Context: an optimization exercise on an open-source flow, tuned for small area, a short achievable clock period and few clock cycles per item. The choices shown serve that exercise and are no tape-out recipe.
The RTL was checked by simulation tests, not by an equivalence proof against the original design.

== alpha ==
Design hsl_to_rgb_converter, start of the top module:
module hsl_to_rgb_converter #(
    parameter int unsigned FRAC_BITS = hsl2rgb_pkg::FRAC_BITS_DEF
) (
    input  logic             i_clk,
    input  logic             i_rst_n,
    input  logic             i_pix_valid,
    output logic             i_pix_ready,
    input  logic [hsl2rgb_pkg::HUE_W-1:0] i_pix_hue,
    input  logic [hsl2rgb_pkg::SL_W-1:0]  i_pix_saturation,
    input  logic [hsl2rgb_pkg::SL_W-1:0]  i_pix_lightness,
    output logic             o_pix_valid,
    input  logic             o_pix_ready,
    output logic [hsl2rgb_pkg::CH_W-1:0]  o_pix_red,
    output logic [hsl2rgb_pkg::CH_W-1:0]  o_pix_green,
    output logic [hsl2rgb_pkg::CH_W-1:0]  o_pix_blue
);
Size: ~400 flip-flops, roughly 68 I/O pins, about 29,000 sq um of cells after synthesis.
export LEC_CHECK = 0
export ABC_AREA = 1
export CAP_MARGIN = 20
export CORE_MARGIN = 2
export CORE_UTILIZATION = 55
export CTS_BUF_LIST = sky130_fd_sc_hd__clkbuf_4
export PLACE_DENSITY = 0.75
export SETUP_SLACK_MARGIN = 4.4
export SLEW_MARGIN = 20
export SYNTH_HIERARCHICAL = 1
create_clock -name core_clock -period 8.0 [get_ports {i_clk}]
run.sh (not shown) runs the stock make flow with config.mk's settings and CLKGATE_MAP_FILE= SYNTH_SCRIPT=/design/flow/synth_recipe.tcl, a recipe that flattens the netlist after the stock synthesis.
Both conditions hold for alpha: the flow ran to the end and the final layout passed the timing, design-rule and antenna checks.
Testbench counts of alpha, summed over its fixed seeds: cycles 32,048, items 32,000.
### alpha -> beta
Settings: swapping 0.75 for 0.6 in PLACE_DENSITY; swapping 55 for 45 in CORE_UTILIZATION; clearing CTS_BUF_LIST, which used to be sky130_fd_sc_hd__clkbuf_4.
## What came out
- beta ran to completion and came out clean on the timing, design-rule and antenna checks.
- alpha has a higher clock edge transition at the registers on the reported setup and hold paths than beta.
- Synthesized area per cell: beta vs alpha identical
- [beta] final period utilization fell 0.52 points relative to alpha
- Going from alpha to beta, cell area higher; final non-filler cell total has increased.
The following lists how gamma was set up differently from beta:
Settings: changing PLACE_DENSITY from 0.6 to 0.75; changing CORE_UTILIZATION from 45 to 55.
--- outcome ---
When the final numbers for beta and gamma were put side by side, the met1 track utilization from global routing turned out to be smaller in beta.
Changes observed in gamma relative to beta: non-clock buffer count now smaller, highest net fanout along the worst path now larger.
beta reports its origin of the worst setup path as r3_c_348_384 while gamma reports r3_c_348_381.
Run comparison: beta highest metal layer with signal wires met4; gamma highest metal layer with signal wires met5
Comparing beta and gamma, the lower number of fillers in the final layout was measured on gamma.
[inputs] delta vs gamma
Settings: changing SETUP_SLACK_MARGIN from 4.4 to 4.7.
- Delta (delta minus gamma): worst setup margin down 25 ps, number of antenna violations at the first check in global routing went up by 1, final cell area excluding filler cells picked up an extra 2100 sq um.

## 11-19
hsl_to_rgb_converter, a different RTL version from the one above (not shown whole).
Size in the first run: ~440 flip-flops, roughly 68 I/O pins, about 31000 µm² of cells after synthesis.
Settings: LEC_CHECK=0, ABC_AREA=1, CAP_MARGIN=20, CORE_MARGIN=2, CORE_UTILIZATION=55, PLACE_DENSITY=0.75, SETUP_SLACK_MARGIN=4.6, SLEW_MARGIN=20, SYNTH_HIERARCHICAL=1; clock period 8.0 ns.
11-19: done, clean on timing, DRC and antenna
Testbench counts of 11-19, summed over its fixed seeds: cycles 32,048, items 32,000.
Input changes introduced in 11-24 (baseline for comparison: 11-19):
Settings: SETUP_SLACK_MARGIN now 5.0, was 4.6.
[summary]
- Compare 11-19 and 11-24 | maximum single-stage delay on the critical path higher: 11-24
- Taking 11-19 as the reference, in 11-24 total wirelength of the detailed-routed design now sits higher, cell area after layout now sits higher.
- 11-24 ended up with r4_hrs_816$_DFFE_PN_ as its capturing element of the worst setup path; 11-19 ended up with r4_hrs_814$_DFFE_PN_.

==> port drivers added, routing unchanged <==
No port has a modelled driver above. Below, the same layouts with a new extraction and two added sets of constraints.
Step 1, drivers: a clkbuf_16 drives i_clk and a buf_2 each remaining input, both assumed.
Step 2 moves the port delays by t, midway between the first and last clock arrival at a register: inputs arrive t later, outputs are due t later. That takes back most of the time a late clock gives input paths.
Three values: ideal ports, drivers, drivers and shift; two values: the first two.
run	shift t [ns]	setup WS [ns]	latest minus earliest clock arrival (ns)
alpha	0.887	4.364 / 4.364 / 4.364	0.106 / 0.107
beta	0.639	4.405 / 4.405 / 4.405	0.030 / 0.030
gamma	0.641	4.450 / 4.450 / 4.450	0.038 / 0.039
delta	0.659	4.425 / 4.425 / 4.425	0.024 / 0.024
11-19	0.651	4.598 / 4.598 / 4.589	0.044 / 0.043
11-24	0.660	4.788 / 4.788 / 4.685	0.038 / 0.038
After both steps every run listed still meets setup and hold. The setup slack of 11-24, which loses most, moves by 0.000 ns with the drivers and by -0.103 ns with both steps.
